This is an optimization exercise on Yosys and OpenROAD, whose aim is small area, not a production implementation. Function was checked by simulation only, so behaviour that the tests miss may differ from the original. No activity file was given, so power comes from the tool's default toggle rates.

## lane 1
// writeBackStage
module writeBackStage (
	input  wire logic                      dCacheCoreBus,
	input  wire logic                      arstN,
	input  wire logic                      canWriteBack,
	input  wire logic                      kill,
	input  wire logic [4-1:0]   srcReg1,
	input  wire logic                      srcReg1Valid,
	input  wire logic [4-1:0]   srcReg2,
	input  wire logic                      srcReg2Valid,
	input  wire logic [4-1:0]   destReg,
	input  wire logic [4-1:0]   destRegSpecial,
	input  wire logic                      destRegSpecialValid,
	input  wire logic                      isMemDest,
	input  wire logic [64-1:0]  memAddrDest,
	input  wire logic [64-1:0]  aluResult,
	input  wire logic [64-1:0]  aluResultSpecial,
	input  wire logic                      setInUse,
	input  wire logic [4-1:0]   setInUseReg,
	input  wire logic [4-1:0]   readAddr,
	input  wire logic                      reqAck,
	output logic      [64-1:0]  readData,
	output logic      [16-1:0]   inUseMap,
	output logic                           reqCyc,
	output logic      [64-1:0]  reqAddr,
	output logic      [64-1:0]  reqData,
	output writeBackPkg::reqTagT           reqTag,
	output logic                           stallOnMemWr,
	output logic                           writeBackSuccessful,
	output logic                           memFault
);
For scale: roughly 3200 cells after synthesis.
clock: 8.0 ns
lec_check: 0
cap_margin: 5
cell_pad_in_sites_detail_placement: 1
cell_pad_in_sites_global_placement: 2
core_margin: 2
core_utilization: 45
cts_buf_list: sky130_fd_sc_hd__clkbuf_4
place_density: 0.55
slew_margin: 5
synth_hierarchical: 1
synth_minimum_keep_size: 0
standard.sh (not shown) runs the stock make flow with config.mk's settings and CLKGATE_MAP_FILE= SYNTH_SCRIPT=/design/flow/synth_recipe.tcl, a recipe that flattens the netlist after the stock synthesis.
==> flow/flow/run.sh <==
#!/bin/bash
set -euo pipefail
bash standard.sh \
  "BUFFER_PORTS_ARGS=-buffer_cell sky130_fd_sc_hd__buf_1" \
  "CTS_ARGS=-sink_clustering_enable -repair_clock_nets -dont_use_dummy_load -sink_clustering_size 10 -sink_clustering_max_diameter 50 -buf_list {sky130_fd_sc_hd__clkbuf_4}" \
  finish > flow_make.log 2>&1
Lane 1: flow completed, timing, DRC and antenna clean
> inputs changed (lane 1 -> lane 2)
- CORE_UTILIZATION changed from 45 to 30
- CTS_BUF_LIST changed from sky130_fd_sc_hd__clkbuf_4 to sky130_fd_sc_hd__clkbuf_4 sky130_fd_sc_hd__clkbuf_8
- PLACE_DENSITY changed from 0.55 to 0.4
==> flow/flow/run.sh <==
#!/bin/bash
set -euo pipefail
bash standard.sh \
  "BUFFER_PORTS_ARGS=-buffer_cell sky130_fd_sc_hd__buf_1" \
  "CTS_ARGS=-sink_clustering_enable -repair_clock_nets -dont_use_dummy_load -sink_clustering_size 16 -sink_clustering_max_diameter 60 -buf_list {sky130_fd_sc_hd__clkbuf_4 sky130_fd_sc_hd__clkbuf_8}" \
  finish > flow_make.log 2>&1
[summary]
Cell count: lane 2 > lane 1. Between lane 2 and lane 1, the final-stage net count does not differ in any meaningful way. Looking at via count across both flows, lane 2 is the stronger of the two, with lane 1 trailing. Lower total power consumption of the routed design goes to lane 1 over lane 2. Final cycle utilization of the critical path ended up 0.37 points higher on lane 2 than on lane 1. Diff lane 2..lane 1 | number of cells on the critical path | negligible. Re gate count of the mapped netlist: no difference whatsoever between lane 2 and lane 1. When lane 2 is set beside lane 1, its clock share of power turns out to be 4.2 points larger. Compared with lane 1, lane 2 shows a combinational cell fraction of total power that is 0.7 points lower. Going from lane 1 to lane 2, global-route usage -8.6 points, final area +about 3.7%.

========
Setup of alpha:
Another version of the RTL of writeBackStage (not shown whole).
Size in the first run: roughly 3300 cells after synthesis, roughly 44000 sq um of cells after synthesis.
clock: 8.0 ns
lec_check: 0
cap_margin: 20
cell_pad_in_sites_detail_placement: 1
cell_pad_in_sites_global_placement: 2
core_margin: 2
core_utilization: 30
cts_buf_list: sky130_fd_sc_hd__clkbuf_4 sky130_fd_sc_hd__clkbuf_8
place_density: 0.4
slew_margin: 20
synth_hierarchical: 1
synth_minimum_keep_size: 0
==> flow/flow/run.sh <==
#!/bin/bash
set -euo pipefail
bash standard.sh \
  "BUFFER_PORTS_ARGS=-buffer_cell sky130_fd_sc_hd__buf_1" \
  "CTS_ARGS=-sink_clustering_enable -repair_clock_nets -dont_use_dummy_load -buf_list {sky130_fd_sc_hd__clkbuf_4 sky130_fd_sc_hd__clkbuf_8}" \
  finish > flow_make.log 2>&1
alpha was carried through to the last stage, and its layout satisfied the timing, DRC and antenna checks.
For beta, these inputs were changed with respect to alpha:
- swapping 20 for 5 in CAP_MARGIN
- swapping 20 for 5 in SLEW_MARGIN
==> flow/flow/run.sh <==
#!/bin/bash
set -euo pipefail
bash standard.sh \
  "BUFFER_PORTS_ARGS=-buffer_cell sky130_fd_sc_hd__buf_1" \
  "CTS_ARGS=-sink_clustering_enable -repair_clock_nets -dont_use_dummy_load -sink_clustering_size 16 -sink_clustering_max_diameter 60 -buf_list {sky130_fd_sc_hd__clkbuf_4 sky130_fd_sc_hd__clkbuf_8}" \
  finish > flow_make.log 2>&1
--- outcome ---
- beta did not stop at any stage, and its layout met the timing, DRC and antenna checks.
- Reported for alpha and beta, height of the chip turned out identical to the last digit.
- Worst path setup slack after routing (beta over alpha): decrease, 0.012 ns
- Diff alpha..beta | sequential cell count | unchanged
- Summary of beta over alpha: combinational fraction of design power up 1.0 points; utilization after layout down 1.3 points; fraction of the mapped netlist area in compound gates flat; post-route standard cell area excluding fillers down 1800 sq um.
- Fmax delta (beta -> alpha): insignificant

-- afterwards: timing with drivers on the ports --
The flow's constraints put no driver on any port. The routed layouts listed below were extracted and timed again, unchanged, in two steps.
Step 1: set_driving_cell puts a clkbuf_16 on dCacheCoreBus and a buf_2 on each other input, an assumption about the parent block.
Step 2, shift: input delay + t, output delay - t, t = (earliest + latest rising clock arrival at the registers) / 2. This alone moves slack from input paths to output paths.
a / b / c = ideal ports / drivers / drivers and shift; a / b = the first two.
| run | t, ns | setup WS [ns] | hold slack, ns | latest minus earliest clock arrival (ns) |
|---|---|---|---|---|
| lane 1 | 1.151 | 1.857 / 1.830 / 1.830 | 0.395 / 0.395 / 0.395 | 0.118 / 0.117 |
| lane 2 | 0.948 | 1.827 / 1.805 / 1.805 | 0.385 / 0.385 / 0.385 | 0.062 / 0.062 |
| alpha | 0.981 | 1.772 / 1.745 / 1.745 | 0.458 / 0.458 / 0.458 | 0.081 / 0.080 |
| beta | 0.950 | 1.760 / 1.729 / 1.729 | 0.461 / 0.461 / 0.461 | 0.071 / 0.071 |
After both steps every run listed still meets setup and hold. The setup slack of beta, which loses most, moves by -0.031 ns with the drivers and by -0.031 ns with both steps.
